Background: an optimization exercise with open tools, aiming at small area, a short achievable clock period and few clock cycles per item. Do not read the settings as production practice. At most, simulation tests tie the RTL to the original design; equivalence was not proved. No activity file was given, so power comes from the tool's default toggle rates.

## the baseline
==> flow/design.v <==
`timescale 1ns/1ns
`default_nettype none
package pkt_comm_pkg;
	typedef logic [7:0] pkt_type_t;
	typedef logic [15:0] pkt_id_t;
	typedef logic [23:0] pkt_len_t;    
	typedef logic [31:0] checksum_t;
	typedef logic [15:0] out_word_t;   
	localparam pkt_type_t PKT_COMM_VERSION = 8'd2;
	localparam pkt_type_t PKT_TYPE_WORD_LIST = 8'd1;
	localparam pkt_type_t PKT_TYPE_CMP_CONFIG = 8'd3;
	localparam int PKT_MAX_TYPE = 6;
	localparam pkt_type_t OUTPKT_TYPE_CMP_RESULT = 8'hD4;
	localparam pkt_type_t OUTPKT_TYPE_PROCESSING_DONE = 8'hD2;
	localparam int ERR_INPKT_CHECKSUM = 0;    
	localparam int ERR_INPKT_LEN = 1;         
	localparam int ERR_INPKT_TYPE = 2;        
	localparam int ERR_PKT_VERSION = 3;       
	localparam int ERR_CMP_CONFIG = 7;        
	localparam int ERR_CMP_UNCONFIGURED = 0;  
endpackage
`default_nettype wire
`timescale 1ns/1ns
`default_nettype none
package cmp_pkg;
	localparam int HASH_ADDR_BITS_MAX = 16;
	typedef logic [31:0] hash_t;
	typedef logic [31:0] word_num_t;
	typedef logic [HASH_ADDR_BITS_MAX-1:0] hash_num_t;
endpackage
`default_nettype wire
`timescale 1ns/1ns
`default_nettype none
module md5crypt_cmp (
	input wire PKT_COMM_CLK,
	input wire rst_n,
	input wire [7:0] din,                    
	output logic rd_en,
	input wire empty,
	output logic [15:0] dout,                
	output logic wr_en,
	input wire full,
	output logic [7:0] pkt_comm_status,
	output logic [7:0] app_status
);
	localparam int H0 = 0;    
	localparam int H1 = 1;    
	localparam int HC = 2;    
	localparam int PY = 3;    
	localparam int PC = 4;    
	logic [3:0] ph;           
	logic [1:0] q;            
	logic rdy;
	logic nro;                
	logic [4:0] st;           
	logic e_ver, e_type, e_len, e_chk, e_cfg, e_unc;
	logic is_cfg;             
	logic [10:0] lenw;        
	logic lbad;               
	logic mism;               
	logic [31:0] sum;         
	logic cy;                 
	logic [9:0] ci;           
	logic [4:0] count;        
	logic cbad;
	logic wok;                
	logic last;               
	logic cfg_end;            
	logic [4:0] hc;           
	logic [31:0] tbl [16];    
	logic [15:0] mf;          
	logic fin;                
	logic hit;                
	logic done_pend;
	logic [7:0] d1;
	logic t_h0, t_h1, t_cs, t_py;
	logic busy;
	logic nbo;                
	logic [3:0] cnt;          
	logic c11;                
	logic odone;
	logic [15:0] oid;
	logic [10:0] oval;
	logic [3:0] ohn;
	assign rd_en = ~nro;
	wire take = rdy & ~empty;
	wire halt = e_ver | e_type | e_len | e_chk;
	wire l0 = ph[0];
	wire l1 = ph[1];
	wire l2 = ph[2];
	wire l3 = ph[3];
	wire m0 = ph[1];
	wire m1 = ph[2];
	wire m3 = ph[0];
	wire in_h0 = st[H0];
	wire in_h1 = st[H1];
	wire in_hc = st[HC];
	wire in_py = st[PY];
	wire in_pc = st[PC];
	wire in_cs = in_hc | in_pc;
	wire [10:0] ci_inc = {1'b0, ci} + 11'd1;
	wire byte_mm = (din ^ sum[7:0]) != 8'hFF;    
	wire ev = in_h0 & l0 & (din != 8'd2);
	wire et = in_h0 & l1 & (din != 8'd1) & (din != 8'd3);
	wire el = in_h1 & l2 & ((din != 8'd0) | lbad | (lenw == 11'd0) | (lenw[10] & (lenw[9:0] != 10'd0)));
	wire ec = in_cs & l3 & (mism | byte_mm);
	wire err_now = take & (ev | et | el | ec);
	wire pkt_end = take & in_pc & l3 & ~mism & ~byte_mm;
	wire adv = take & l3;    
	wire [4:0] st_n = {
		(in_pc & ~adv) | (in_py & adv & last),
		(in_py & ~(adv & last)) | (in_hc & adv),
		(in_hc & ~adv) | (in_h1 & adv),
		(in_h1 & ~adv) | (in_h0 & adv),
		(in_h0 & ~adv) | (in_pc & adv)};
	wire s1_cfg = t_py & is_cfg;
	wire s1_wl = t_py & ~is_cfg;
	wire cw = ci == 10'h3FF;                       
	wire wr_ok = s1_cfg & wok;                     
	logic [15:0] eq, we, mask;
	always_comb begin
		for (int i = 0; i < 16; i++) begin
			eq[i] = tbl[i][31:24] == d1;
			we[i] = wr_ok & (ci[3:0] == 4'(i));
			mask[i] = 5'(i) < hc;
		end
	end
	always_ff @(posedge PKT_COMM_CLK) begin
		for (int i = 0; i < 16; i++)
			tbl[i] <= {tbl[i][7:0], we[i] ? d1 : tbl[i][31:24], tbl[i][23:8]};
	end
	wire s1_add = t_h0 | t_h1 | t_py;
	wire [7:0] aa = t_h0 ? 8'h00 : sum[31:24];
	wire [7:0] ap = aa ^ d1;
	wire [7:0] ag = aa & d1;
	logic [8:0] ac;
	logic [7:0] gg, gp;
	always_comb begin
		gg[0] = ag[0];
		gp[0] = ap[0];
		for (int i = 1; i < 8; i++) begin
			gg[i] = ag[i] | (ap[i] & gg[i-1]);
			gp[i] = ap[i] & gp[i-1];
		end
		ac[0] = ~m0 & cy;
		for (int i = 1; i < 9; i++)
			ac[i] = gg[i-1] | (gp[i-1] & ac[0]);
	end
	wire [8:0] add = {ac[8], ap ^ ac[7:0]};
	wire [7:0] sum_2 = s1_add ? add[7:0] : t_cs ? 8'h00 : sum[31:24];
	always_ff @(posedge PKT_COMM_CLK) begin
		sum <= {sum[7:0], sum_2, sum[23:8]};
		if (s1_add)
			cy <= add[8];
		if (take & in_cs)
			mism <= (~l0 & mism) | byte_mm;
	end
	wire hitpend = fin & hit;
	wire ofin = c11 & ~full;                      
	wire ofree = ~busy | ofin;
	wire load_res = hitpend & ofree;
	wire done_now = ofree & ~hitpend & ~is_cfg;
	wire load_now = rdy & in_pc & l3 & done_now;
	wire load_pend = done_pend & ofree & ~hitpend;
	wire busy_n = load_res | load_pend | (pkt_end & done_now) | (busy & ~ofin);
	logic [15:0] mf_n;
	always_comb begin
		if (s1_wl)
			mf_n = (m0 ? mask : mf) & eq;
		else if (load_res)
			mf_n = 16'd0;
		else
			mf_n = mf;
	end
	logic [3:0] hn;
	always_comb begin
		hn = 4'd0;
		for (int i = 15; i >= 0; i--)
			if (mf[i]) hn = 4'(i);
	end
	wire allow_b2 = ~done_pend & ~hitpend & (~busy | (cnt >= 4'd5) | ((cnt == 4'd4) & ~full));
	wire s2 = (|mf_n) & busy & ~ofin;
	wire b2_stall = in_h0 & l1 & ~allow_b2;
	wire c0_take = l3 & ~is_cfg & (in_hc | (in_py & ~last));
	wire c0_wait = l3 & ~is_cfg & in_py;
	wire rdy_take = ~err_now & ~b2_stall & ~(c0_take & s2);
	wire rdy_wait = (q == 2'd1) & ~b2_stall & ~(c0_wait & s2);
	wire rdy_n = ~halt & (take ? rdy_take : rdy_wait);
	always_ff @(posedge PKT_COMM_CLK or negedge rst_n) begin
		if (!rst_n) begin
			ph <= 4'b1000;
			q <= 2'd1;
			rdy <= 1'b0;
			nro <= 1'b1;
			st <= 5'b00001;
			e_ver <= 1'b0;
			e_type <= 1'b0;
			e_len <= 1'b0;
			e_chk <= 1'b0;
			e_cfg <= 1'b0;
			e_unc <= 1'b0;
			hc <= 5'd0;
			fin <= 1'b0;
			done_pend <= 1'b0;
			busy <= 1'b0;
			nbo <= 1'b1;
			cfg_end <= 1'b0;
			t_h0 <= 1'b0;
			t_h1 <= 1'b0;
			t_cs <= 1'b0;
			t_py <= 1'b0;
		end else begin
			ph <= {ph[2:0], ph[3]};
			q <= take ? 2'd0 : q - 2'd1;
			st <= st_n;
			rdy <= rdy_n;
			nro <= ~rdy_n;
			if (take & ev) e_ver <= 1'b1;
			if (take & et) e_type <= 1'b1;
			if (take & el) e_len <= 1'b1;
			if (take & ec) e_chk <= 1'b1;
			cfg_end <= pkt_end & is_cfg;
			t_h0 <= take & in_h0;
			t_h1 <= take & in_h1;
			t_cs <= take & in_cs;
			t_py <= take & in_py;
			if (s1_cfg & cw & m1 & (cbad | (d1 != 8'd0)))
				e_cfg <= 1'b1;                      
			if (s1_cfg & ~cw & m3 & ~wok)
				e_cfg <= 1'b1;                      
			if (cfg_end) begin
				if (ci != {5'd0, count})
					e_cfg <= 1'b1;                  
				else if (!e_cfg)
					hc <= count;
			end
			if (s1_wl & m3) begin
				fin <= 1'b1;
				if (hc == 5'd0)
					e_unc <= 1'b1;
			end else if ((s1_wl & m0) | load_res)
				fin <= 1'b0;
			done_pend <= (done_pend & ~load_pend) | (pkt_end & ~is_cfg & ~done_now);
			busy <= busy_n;
			nbo <= ~busy_n;
		end
	end
	logic [9:0] ci_n;
	logic [4:0] count_n;
	logic cbad_n;
	always_comb begin
		ci_n = ci;
		if (take & in_hc)
			ci_n = 10'h3FF;
		else if (t_py & m3)
			ci_n = ci_inc[9:0];
		count_n = count;
		cbad_n = cbad;
		if (s1_cfg & cw & m0) begin
			count_n = d1[4:0];
			cbad_n = (d1 == 8'd0) | (d1 > 8'd16);
		end else if (s1_cfg & cw & m1)
			cbad_n = cbad | (d1 != 8'd0);
	end
	wire [10:0] psum = oval + {7'd0, ohn};
	logic [15:0] nxt;
	always_comb begin
		case (cnt)
		4'd0: nxt = oid;
		4'd1: nxt = 16'h0008;
		4'd3: nxt = odone ? 16'h2DF5 : 16'h2BF5;
		4'd4: nxt = ~oid;
		4'd5: nxt = {5'd0, oval};
		4'd7: nxt = {12'd0, ohn};
		4'd9: nxt = ~{5'd0, psum};
		4'd10: nxt = 16'hFFFF;
		default: nxt = 16'h0000;
		endcase
	end
	always_ff @(posedge PKT_COMM_CLK) begin
		d1 <= din;
		if (take & in_h0 & l1)
			is_cfg <= din[1];
		if (take & in_h0 & l2)
			oid[7:0] <= din;
		if (take & in_h0 & l3)
			oid[15:8] <= din;
		if (take & in_h1 & l0) begin
			lenw[5:0] <= din[7:2];
			lbad <= din[1:0] != 2'd0;
		end
		if (take & in_h1 & l1) begin
			lenw[10:6] <= din[4:0];
			lbad <= lbad | (din[7:5] != 3'd0);
		end
		ci <= ci_n;
		count <= count_n;
		cbad <= cbad_n;
		if (take & in_hc)
			wok <= 1'b0;
		else if (t_py & m3)
			wok <= cw ? ~cbad : wok & (ci_inc[4:0] != count);
		last <= (ci + 10'd2) == lenw[9:0];
		mf <= mf_n;
		hit <= |mf_n;
		if (load_res) begin
			odone <= 1'b0;
			oval <= {1'b0, ci};
			ohn <= hn;
			cnt <= 4'd0;
			c11 <= 1'b0;
			dout <= 16'hD402;
		end else if (load_now | load_pend) begin
			odone <= 1'b1;
			oval <= ci_inc;
			ohn <= 4'd0;
			cnt <= 4'd0;
			c11 <= 1'b0;
			dout <= 16'hD202;
		end else if (busy & ~full) begin
			cnt <= cnt + 4'd1;
			c11 <= cnt == 4'd10;
			dout <= nxt;
		end
	end
	assign wr_en = ~(nbo | full);
	assign pkt_comm_status = {e_cfg, 3'b000, e_ver, e_type, e_len, e_chk};
	assign app_status = {7'd0, e_unc};
endmodule
`default_nettype wire
Settings: LEC_CHECK=0, CAP_MARGIN=20, CORE_MARGIN=2, CORE_UTILIZATION=45, CTS_CLUSTER_DIAMETER=80, CTS_CLUSTER_SIZE=30, SETUP_SLACK_MARGIN=2.62, SLEW_MARGIN=20; clock period 5.0 ns.
run.sh (not shown) runs the stock make flow with config.mk's settings and CLKGATE_MAP_FILE= SYNTH_SCRIPT=/design/flow/synth_recipe.tcl, a recipe that flattens the netlist after the stock synthesis.
Testbench counts of the baseline, summed over its fixed seeds: cycles 37,298, items 8,714.
The inputs of the candidate differ from those of the baseline as listed below.
-- flow/design.v --
<<< the baseline, line 180
	end
	wire allow_b2 = ~done_pend & ~hitpend & (~busy | (cnt >= 4'd5) | ((cnt == 4'd4) & ~full));
	wire s2 = (|mf_n) & busy & ~ofin;
	wire b2_stall = in_h0 & l1 & ~allow_b2;
	wire c0_take = l3 & ~is_cfg & (in_hc | (in_py & ~last));
>>> the candidate, line 180
	end
	wire allow_b2 = ~done_pend & ~hitpend & (~busy | (cnt >= 4'd5) | ((cnt == 4'd4) & ~full));
	wire s2 = hit & busy & ~ofin;    
	wire b2_stall = in_h0 & l1 & ~allow_b2;
	wire c0_take = l3 & ~is_cfg & (in_hc | (in_py & ~last));
[summary]
Compared with the baseline, in the candidate total DRC errors in the routed layout now sits at about the same level; share of cell area taken by multi-input logic gates now sits lower; total via count after detailed routing now sits lower. From the baseline to the candidate the numbers moved as follows: leakage power fell by 0.034 nW; wire length after detailed routing fell by 2100 µm; total net switching power has increased.
The RTL of the candidate was laid out without a check of its function.

[afterwards: timing with drivers on the ports]
In the flow no input, the clock included, has a driving cell. The finished layouts below were timed again as built, in two steps.
Step 1 (the two cells are an assumption about what drives the block):
set clk [get_ports {PKT_COMM_CLK}]
set_driving_cell -lib_cell sky130_fd_sc_hd__clkbuf_16 $clk
set_driving_cell -lib_cell sky130_fd_sc_hd__buf_2 [delete_from_list [all_inputs] $clk]
Step 2 also shifts input and output timing later by t, the mid clock arrival at the registers, as if the neighbouring blocks saw the same clock.
a / b / c = ideal ports / drivers / drivers and shift; a / b = the first two.
| run | t (ns) | setup slack, ns | worst setup path at the end | slew at the worst register clock pin (ns) | pins driven straight from the clock port |
|---|---|---|---|---|---|
| the baseline | 0.655 | 2.637 / 2.609 / 2.028 | input to register | 0.11 / 0.11 | 1 |
| the candidate | 0.658 | 2.602 / 2.602 / 2.076 | input to register | 0.11 / 0.11 | 1 |
After both steps setup and hold are still met in every run listed. The setup slack of the baseline, which loses most, moves by -0.028 ns with the drivers and by -0.609 ns with both steps.
